What follows belongs to an exercise in optimizing a design on an open flow for small area; a production flow would make more cautious choices.
Only simulation tests tie the RTL to the original design; equivalence was not proved.

== run A ==
==> flow/design.v (excerpt) <==
module cordic_rotator (
    input  logic       clk,
    input  logic       rst_n,
    input  logic       in_valid,
    input  logic [8:0] in_x,
    input  logic [8:0] in_y,
    input  logic [8:0] in_angle,
    output logic       out_valid,
    output logic [31:0] out_x,
    output logic [31:0] out_y
);
export LEC_CHECK = 0
export ABC_AREA = 1
export ABC_CLOCK_PERIOD_IN_PS = 11000
export CAP_MARGIN = 20
export CORE_MARGIN = 2
export CORE_UTILIZATION = 40
export CTS_CLUSTER_DIAMETER = 110
export CTS_CLUSTER_SIZE = 30
export SLEW_MARGIN = 20
export SYNTH_HIERARCHICAL = 1
export SYNTH_MINIMUM_KEEP_SIZE = 0
create_clock -name core_clock -period 11.0 [get_ports {clk}]
standard.sh (not shown) runs the stock make flow with config.mk's settings and CLKGATE_MAP_FILE= SYNTH_SCRIPT=/design/flow/synth_recipe.tcl, a recipe that flattens the netlist after the stock synthesis.
==> flow/flow/run.sh <==
#!/bin/bash
# The standard layout, with the smallest buffer on every input and output port
# (the standard flow buffers every port too, with a larger cell).
set -euo pipefail
export BUFFER_PORTS_ARGS="-buffer_cell sky130_fd_sc_hd__buf_1"
bash standard.sh > standard.log 2>&1
Run A ran to completion and came out clean on the timing, design-rule and antenna checks.
Changes in run B relative to run A:
Settings: changing CTS_CLUSTER_SIZE from 30 to 20; changing CTS_CLUSTER_DIAMETER from 110 to 80.
==> flow/run.sh (new file) <==
#!/bin/bash
# synth_recipe.tcl (not shown) runs the flow's synth.tcl, then flattens the netlist and writes it again
# the make line also repeats each setting of config.mk as NAME=value (left out here)
make -C /OpenROAD-flow-scripts/flow DESIGN_CONFIG=/design/flow/config.mk WORK_HOME=/design/flow/orfs CLKGATE_MAP_FILE= SYNTH_SCRIPT=/design/flow/synth_recipe.tcl finish
removed: flow/flow/run.sh
removed: flow/standard.sh
Notes after the runs:
- Re worst hold slack: run B is 0.014 ns down on run A.
- Compared run B vs run A, and fraction of area in multi-input gates is down in run B.
- Changes observed in run B relative to run A: met3 layer usage reported by global route decreased 0.35 points; cell area increased 3.8%.

--- another note on this design; it stands on its own ---

==> branch juniper: inputs <==
Design cordic_rotator, start of the top module:
module cordic_rotator (
    input  logic       clk,
    input  logic       rst_n,
    input  logic       in_valid,
    input  logic [8:0] in_x,
    input  logic [8:0] in_y,
    input  logic [8:0] in_angle,
    output logic       out_valid,
    output logic [31:0] out_x,
    output logic [31:0] out_y
);
Settings: LEC_CHECK=0, ABC_AREA=1, ABC_CLOCK_PERIOD_IN_PS=11000, CAP_MARGIN=20, CORE_MARGIN=2, CORE_UTILIZATION=75, CTS_CLUSTER_DIAMETER=110, CTS_CLUSTER_SIZE=25, SLEW_MARGIN=20, SYNTH_HIERARCHICAL=1, SYNTH_MINIMUM_KEEP_SIZE=0; clock period 11.0 ns.
standard.sh (not shown) runs the stock make flow with config.mk's settings and CLKGATE_MAP_FILE= SYNTH_SCRIPT=/design/flow/synth_recipe.tcl, a recipe that flattens the netlist after the stock synthesis.
==> flow/flow/run.sh <==
#!/bin/bash
# The standard layout, with the smallest buffer on every input and output port
# (the standard flow buffers every port too, with a larger cell).
set -euo pipefail
export BUFFER_PORTS_ARGS="-buffer_cell sky130_fd_sc_hd__buf_1"
bash standard.sh > standard.log 2>&1
==> inputs of branch lagoon, as changes to branch juniper <==
==> flow/run.sh (new file) <==
#!/bin/bash
# synth_recipe.tcl (not shown) runs the flow's synth.tcl, then flattens the netlist and writes it again
# the make line also repeats each setting of config.mk as NAME=value (left out here)
make -C /OpenROAD-flow-scripts/flow DESIGN_CONFIG=/design/flow/config.mk WORK_HOME=/design/flow/orfs CLKGATE_MAP_FILE= SYNTH_SCRIPT=/design/flow/synth_recipe.tcl finish
Settings changed: CORE_UTILIZATION 75 to 40.
removed: flow/flow/run.sh
removed: flow/standard.sh
==> impl_metrics.py <==
metrics = {
    "run_status": {
        "status": "timing/DRC/antenna clean",
    },
    "global_route": {
        "gr-usage-met3_pct": 3.99,
    },
    "routing": {
        "wl_met2_um": 27800,
    },
    "clock_tree": {
        "ctsResizeCount": 1,
    },
    "cells_and_area": {
        "buffer_area_share_pct": 2.42,
        "multi_input_comb_area_um2": 16500,
    },
}
Source of the figures above: branch juniper

==> impl_metrics.py <==
metrics = {
    "die": {
        "num_io_pins": 95,
    },
    "timing": {
        "rsz0062_at_grt": "no",
        "drv_slew": 0,
    },
    "cells_and_area": {
        "inverters": 197,
        "buffer_area_share_pct": 4.78,
        "multi_input_comb_area_um2": 16500,
    },
    "clock_tree": {
        "ctsResizeCount": 0,
    },
    "run_status": {
        "status": "timing/DRC/antenna clean",
    },
    "worst_setup_path": {
        "path_common_cell": "fa_1",
    },
}
Source of the figures above: branch lagoon


==> 05-04: inputs <==
Starting RTL as in the previous note.
export LEC_CHECK = 0
export ABC_AREA = 1
export ABC_CLOCK_PERIOD_IN_PS = 11000
export CAP_MARGIN = 20
export CORE_MARGIN = 2
export CORE_UTILIZATION = 60
export CTS_CLUSTER_DIAMETER = 110
export CTS_CLUSTER_SIZE = 25
export SLEW_MARGIN = 20
export SYNTH_HIERARCHICAL = 1
export SYNTH_MINIMUM_KEEP_SIZE = 0
create_clock -name core_clock -period 11.0 [get_ports {clk}]
==> flow/flow/run.sh <==
#!/bin/bash
# The standard layout, with the smallest buffer on every input and output port
# (the standard flow buffers every port too, with a larger cell).
set -euo pipefail
export BUFFER_PORTS_ARGS="-buffer_cell sky130_fd_sc_hd__buf_1"
bash standard.sh > standard.log 2>&1
==> inputs of 05-21, as changes to 05-04 <==
- CORE_UTILIZATION: 60 -> 40
==> notes <==
05-21 finished with timing, DRC and antenna clean. 05-04 passed the timing, design-rule and antenna checks. Sequential cell count is the same in 05-21 and 05-04. In synthesized cell count, 05-04 and 05-21 do not differ. Between 05-21 and 05-04, the lower clock-buffer cell count is in 05-21 (gap 2). Design area: 05-04 is lower than 05-21 (1.4%).

re-timing with driven ports:
The flow's constraints put no driver on any port. The routed layouts listed below were extracted and timed again, unchanged, in two steps. Step 1, drivers: a clkbuf_16 drives clk and a buf_2 each remaining input, both assumed. Step 2 also shifts input and output timing later by t, the mid clock arrival at the registers, as if the neighbouring blocks saw the same clock. Three values: no drivers, after step 1, after step 2; two values: the first two.
run	t (ns)	setup WS [ns]	worst setup path at the end	latest minus earliest clock arrival (ns)	pins driven straight from the clock port
run A	0.569	0.319 / 0.319 / 0.319	register to register	0.024 / 0.024	1
run B	0.581	0.357 / 0.357 / 0.357	register to register	0.033 / 0.033	1
branch juniper	0.548	0.304 / 0.304 / 0.304	register to register	0.018 / 0.018	1
branch lagoon	0.551	0.377 / 0.377 / 0.377	register to register	0.027 / 0.026	1
05-04	0.552	0.354 / 0.354 / 0.354	register to register	0.016 / 0.015	1
05-21	0.572	0.322 / 0.322 / 0.322	register to register	0.028 / 0.028	1
After both steps setup and hold are still met in every run listed.
